What follows belongs to an exercise in optimizing a design on an open flow for small area, a short achievable clock period and few clock cycles; a production flow would make more cautious choices.

==> flow/design.v <==
`timescale 1ns / 1ps
package dfr_pkg;
    localparam int unsigned MIN_FRAME_BYTES = 1 + 4 + 1 + 2 + 4;
    localparam int unsigned HEADER_BYTES    = 8;
    localparam int unsigned MIC_BYTES       = 4;
    localparam logic [31:0] CRC_INIT     = 32'hFFFF_FFFF;
    localparam logic [31:0] CRC_POLY     = 32'hEDB8_8320;
    localparam logic [7:0]  FOPTS_MASK   = 8'h0F;
    localparam logic [7:0]  VERSION_MASK = 8'h03;
    typedef enum logic [1:0] {
        KIND_OPTION  = 2'd0,
        KIND_PAYLOAD = 2'd1,
        KIND_SUMMARY = 2'd2
    } kind_t;
    typedef enum logic [2:0] {
        ST_OK       = 3'd0,
        ST_SHORT    = 3'd1,
        ST_MISMATCH = 3'd2,
        ST_OVERRUN  = 3'd3,
        ST_TOO_LONG = 3'd4
    } status_t;
    typedef struct packed {
        kind_t       kind;
        logic [7:0]  byte_value;
        status_t     status;
        logic [2:0]  message_type;
        logic [1:0]  major_version;
        logic [31:0] device_address;
        logic [7:0]  frame_control;
        logic [15:0] frame_counter;
        logic [7:0]  payload_length;
        logic        last_of_run;
    } result_t;
    localparam int unsigned RESULT_W = 2 + 8 + 3 + 3 + 2 + 32 + 8 + 16 + 8 + 1;
    typedef struct packed {
        logic    byte_valid;
        logic    sum_valid;
        result_t byte_res;
        result_t sum_res;
    } push_t;
endpackage
`timescale 1ns / 1ps
`timescale 1ns / 1ps
`timescale 1ns / 1ps
module mac_frame_deframer_crc32 (
    input  logic        clk,
    input  logic        rst_n,
    input  logic        in_valid,
    output logic        in_ready,
    input  logic [7:0]  in_data,
    input  logic        in_eof,
    output logic        out_valid,
    input  logic        out_ready,
    output logic [1:0]  out_kind,
    output logic [7:0]  out_byte_value,
    output logic [2:0]  out_status,
    output logic [2:0]  out_message_type,
    output logic [1:0]  out_major_version,
    output logic [31:0] out_device_address,
    output logic [7:0]  out_frame_control,
    output logic [15:0] out_frame_counter,
    output logic [7:0]  out_payload_length,
    output logic        out_last_of_run
);
    localparam logic [31:0] CRC_POLY    = 32'hEDB8_8320;
    localparam logic [31:0] CRC_RESIDUE = 32'hDEBB_20E3;
    localparam logic [2:0] ST_OK = 3'd0, ST_SHORT = 3'd1, ST_MISMATCH = 3'd2,
                           ST_OVERRUN = 3'd3, ST_TOO_LONG = 3'd4;
    function automatic [31:0] crc32_byte(input [31:0] crc_in, input [7:0] data);
        integer k;
        begin
            crc32_byte = crc_in ^ {24'd0, data};
            for (k = 0; k < 8; k = k + 1)
            begin
                if (crc32_byte[0])
                    crc32_byte = (crc32_byte >> 1) ^ CRC_POLY;
                else
                    crc32_byte = crc32_byte >> 1;
            end
        end
    endfunction
    logic        rdy;                   
    logic        ov;                    
    logic        gs;                    
    logic [7:0]  g_n;                   
    logic [7:0]  dl0, dl1, dl2, dl3;    
    logic        fresh;                 
    logic        first;                 
    logic        first_n;               
    logic        hcap;                  
    logic        body;                  
    logic        rb;                    
    logic        rl;                    
    logic [7:0]  cnt;                   
    logic [31:0] crc;
    logic [7:0]  hdr0_n, hdr5_n;
    logic [31:0] hdr_addr_n;
    logic [15:0] hdr_cnt_n;
    logic [3:0]  nopt;
    logic       r_v, r_pay, r_lor;
    logic [7:0] r_byte;
    logic       k_v, k_pay, k_lor;
    logic [7:0] k_byte;
    logic       sp1, sp2, sv, q2;
    logic       s_ovr;
    logic [2:0] s_status;
    logic [7:0] s_plen;
    logic [3:0] s_vc;                   
    logic       take, push, pop_r, pop_s, eof_t, busy, load_s, load_q;
    logic       r_v_n, k_v_n, sp1_n, sv_n, q2_n, ge3_n, rdy_n, body_n;
    logic [4:0] optlim;
    logic       pay;
    assign take   = in_valid && rdy;
    assign eof_t  = take && in_eof;
    assign push   = in_valid && rb;
    assign nopt   = ~hdr5_n[3:0];
    assign optlim = 5'd12 + {1'b0, nopt};
    assign pay    = {3'd0, optlim} <= cnt;
    assign pop_r  = out_ready && r_v;
    assign pop_s  = out_ready && !r_v && sv;
    assign busy   = sp1 || sp2 || sv || q2;
    assign load_s = in_valid && in_eof && rl;
    assign load_q = q2 && !sp1 && !sp2 && !sv;
    assign r_v_n = k_v || push || (r_v && !out_ready);
    assign k_v_n = r_v && !out_ready && (k_v || push);
    assign sp1_n = load_s;
    assign sv_n  = sp2 || load_q || (sv && !pop_s);
    assign q2_n  = (q2 && !load_q) || (eof_t && busy);
    assign rdy_n  = !k_v_n && !((sp1_n || sp1 || sv_n || q2_n) && (ge3_n || q2_n));
    assign body_n = take ? (!in_eof && (cnt >= 8'd11) && (cnt <= 8'd253)) : body;
    assign ge3_n = take ? (!in_eof && (cnt >= 8'd2)) : (cnt >= 8'd3);
    always_ff @(posedge clk or negedge rst_n)
    begin
        if (!rst_n)
        begin
            rdy   <= 1'b0;
            rb    <= 1'b0;
            rl    <= 1'b0;
            ov    <= 1'b0;
            r_v   <= 1'b0;
            k_v   <= 1'b0;
            sp1   <= 1'b0;
            sp2   <= 1'b0;
            sv    <= 1'b0;
            q2    <= 1'b0;
            cnt   <= 8'd0;
            fresh <= 1'b0;
            first <= 1'b0;
            first_n <= 1'b1;
            hcap  <= 1'b0;
            body  <= 1'b0;
        end
        else
        begin
            rdy   <= rdy_n;
            rb    <= !k_v_n && body_n;
            rl    <= !k_v_n && !(sp1_n || sp1 || sv_n || q2_n);
            ov    <= r_v_n || sv_n;
            r_v   <= r_v_n;
            k_v   <= k_v_n;
            sp1   <= sp1_n;
            sp2   <= sp1;
            sv    <= sv_n;
            q2    <= q2_n;
            fresh <= take;
            if (take)
            begin
                first <= !in_eof && (cnt == 8'd0);
                first_n <= !(!in_eof && (cnt == 8'd0));
                hcap  <= !in_eof && (cnt >= 8'd3) && (cnt <= 8'd10);
                body  <= body_n;
                if (in_eof)
                    cnt <= 8'd0;
                else if (cnt != 8'd255)
                    cnt <= cnt + 8'd1;
            end
            else
                hcap <= 1'b0;
        end
    end
    always_ff @(posedge clk)
    begin
        gs <= !r_v_n;
        for (int i = 0; i < 8; i++)
            g_n[i] <= !(!r_v_n && !load_q && (s_vc > 4'(i)));
    end
    always_ff @(posedge clk)
    begin
        if (take)
        begin
            dl0 <= dl1;
            dl1 <= dl2;
            dl2 <= dl3;
            dl3 <= in_data;
        end
    end
    always_ff @(posedge clk)
    begin
        if (fresh)
        begin
            crc <= crc32_byte(crc | {{16{!first_n}}, {16{first}}}, dl3);
        end
        if (hcap)
        begin
            case (cnt[2:0])
                3'd4: hdr0_n <= ~dl0;
                3'd5: hdr_addr_n[7:0] <= ~dl0;
                3'd6: hdr_addr_n[15:8] <= ~dl0;
                3'd7: hdr_addr_n[23:16] <= ~dl0;
                3'd0: hdr_addr_n[31:24] <= ~dl0;
                3'd1: hdr5_n <= ~dl0;
                3'd2: hdr_cnt_n[7:0] <= ~dl0;
                default: hdr_cnt_n[15:8] <= ~dl0;
            endcase
        end
    end
    always_ff @(posedge clk)
    begin
        if (!r_v || out_ready)
        begin
            if (k_v)
            begin
                r_pay  <= k_pay;
                r_lor  <= k_lor;
                r_byte <= k_byte;
            end
            else if (rb)
            begin
                r_pay  <= pay;
                r_lor  <= !in_eof;
                r_byte <= dl0;
            end
            else
            begin
                r_pay  <= 1'b0;
                r_lor  <= 1'b1;
                r_byte <= 8'd0;
            end
        end
        if (!k_v)
        begin
            k_pay  <= pay;
            k_lor  <= !in_eof;
            k_byte <= dl0;
        end
    end
    logic       mm;
    logic [8:0] plen_d;                 
    assign mm     = crc != CRC_RESIDUE;
    assign plen_d = {1'b0, s_plen} - {5'd0, nopt};
    always_ff @(posedge clk)
    begin
        if (load_s || load_q)
        begin
            s_vc  <= load_q ? 4'd0 :
                     (cnt >= 8'd11) ? 4'd8 : (cnt >= 8'd4) ? 4'(cnt - 8'd3) : 4'd0;
        end
        if (sp1)
            s_ovr <= plen_d[8];
        if (load_s || load_q || sp2)
        begin
            if (load_q)
                s_status <= ST_SHORT;
            else if (sp2)
            begin
                if (s_status == ST_OK)
                    s_status <= mm ? ST_MISMATCH : s_ovr ? ST_OVERRUN : ST_OK;
            end
            else if (cnt == 8'd255)
                s_status <= ST_TOO_LONG;
            else if (cnt < 8'd11)
                s_status <= ST_SHORT;
            else
                s_status <= ST_OK;
        end
        if (load_s || load_q || sp1 || sp2)
        begin
            if (load_q)
                s_plen <= 8'd0;
            else if (sp2)
                s_plen <= s_plen & {8{!(mm || s_ovr)}};
            else if (sp1)
                s_plen <= (s_status == ST_OK) ? plen_d[7:0] : 8'd0;
            else
                s_plen <= cnt - 8'd11;
        end
    end
    assign in_ready           = rdy;
    assign out_valid          = ov;
    assign out_kind           = {gs, r_pay};
    assign out_byte_value     = r_byte;
    assign out_last_of_run    = r_lor;
    assign out_status         = s_status & {3{gs}};
    assign out_payload_length = s_plen & ~g_n;
    assign out_message_type   = ~(hdr0_n[7:5] | {3{g_n[0]}});
    assign out_major_version  = ~(hdr0_n[1:0] | {2{g_n[0]}});
    assign out_device_address = ~(hdr_addr_n | {{8{g_n[4]}}, {8{g_n[3]}}, {8{g_n[2]}}, {8{g_n[1]}}});
    assign out_frame_control  = ~(hdr5_n | {8{g_n[5]}});
    assign out_frame_counter  = ~(hdr_cnt_n | {{8{g_n[7]}}, {8{g_n[6]}}});
endmodule
Settings: LEC_CHECK=0, CAP_MARGIN=20, CORE_MARGIN=2, CORE_UTILIZATION=60, CTS_BUF_LIST=sky130_fd_sc_hd__clkbuf_4 sky130_fd_sc_hd__clkbuf_8, GPL_ROUTABILITY_DRIVEN=1, PLACE_DENSITY=0.75, SETUP_SLACK_MARGIN=2.6, SLEW_MARGIN=20; clock period 5.0 ns.
standard.sh (not shown) runs the stock make flow with config.mk's settings and CLKGATE_MAP_FILE= SYNTH_SCRIPT=/design/flow/synth_recipe.tcl, a recipe that flattens the netlist after the stock synthesis.
==> flow/flow/run.sh <==
#!/bin/bash
# The standard layout, with the smallest buffer on each port, no dummy
# loads in the clock tree and non-critical gates downsized after global route.
set -euo pipefail
export BUFFER_PORTS_ARGS="-buffer_cell sky130_fd_sc_hd__buf_1"
export CTS_ARGS="-sink_clustering_enable -repair_clock_nets -dont_use_dummy_load -buf_list {sky130_fd_sc_hd__clkbuf_4 sky130_fd_sc_hd__clkbuf_8}"
export RECOVER_POWER=100
bash standard.sh > standard_flow.log 2>&1
The first run reached the layout checks and failed them: max-capacitance violations, max-slew violations.
Next try:
==> flow/flow/run.sh (replaced) <==
#!/bin/bash
# The standard layout, with the smallest buffer on each port and no dummy
# loads in the clock tree.
set -euo pipefail
export BUFFER_PORTS_ARGS="-buffer_cell sky130_fd_sc_hd__buf_1"
export CTS_ARGS="-sink_clustering_enable -repair_clock_nets -dont_use_dummy_load -buf_list {sky130_fd_sc_hd__clkbuf_4 sky130_fd_sc_hd__clkbuf_8}"
bash standard.sh > standard_flow.log 2>&1
Outcome: With this change the flow finished clean. Global-route usage does not change. Flip-flop and latch count stays the same. First-iteration DRC count came out higher by 8.3%. Clock skew barely changes. Worst setup slack is better by 670 ps.
Function was not checked in any run of this note: the RTL went through the layout flow alone.

-- afterwards: timing with drivers on the ports --
The results above use ideal ports. As a check the final layouts listed here were re-extracted and re-timed, cells and wires unchanged.
Step 1 (the two cells are an assumption about what drives the block):
set clk [get_ports {clk}]
set_driving_cell -lib_cell sky130_fd_sc_hd__clkbuf_16 $clk
set_driving_cell -lib_cell sky130_fd_sc_hd__buf_2 [delete_from_list [all_inputs] $clk]
Step 2 times the ports against the registers' clock, not the clock port: input delays grow and output delays shrink by t, the midpoint of the rising clock arrivals with the driver on.
a / b / c = ideal ports / drivers / drivers and shift; a / b = the first two.
run	t, ns	slack for setup (ns)	pins driven straight from the clock port
the first run	0.490	1.985 / 1.991 / 1.501	1
the second run	0.489	2.657 / 2.646 / 2.490	1
For the first run, which loses most, drivers alone change the setup slack by +0.006 ns; drivers and shift together by -0.484 ns.
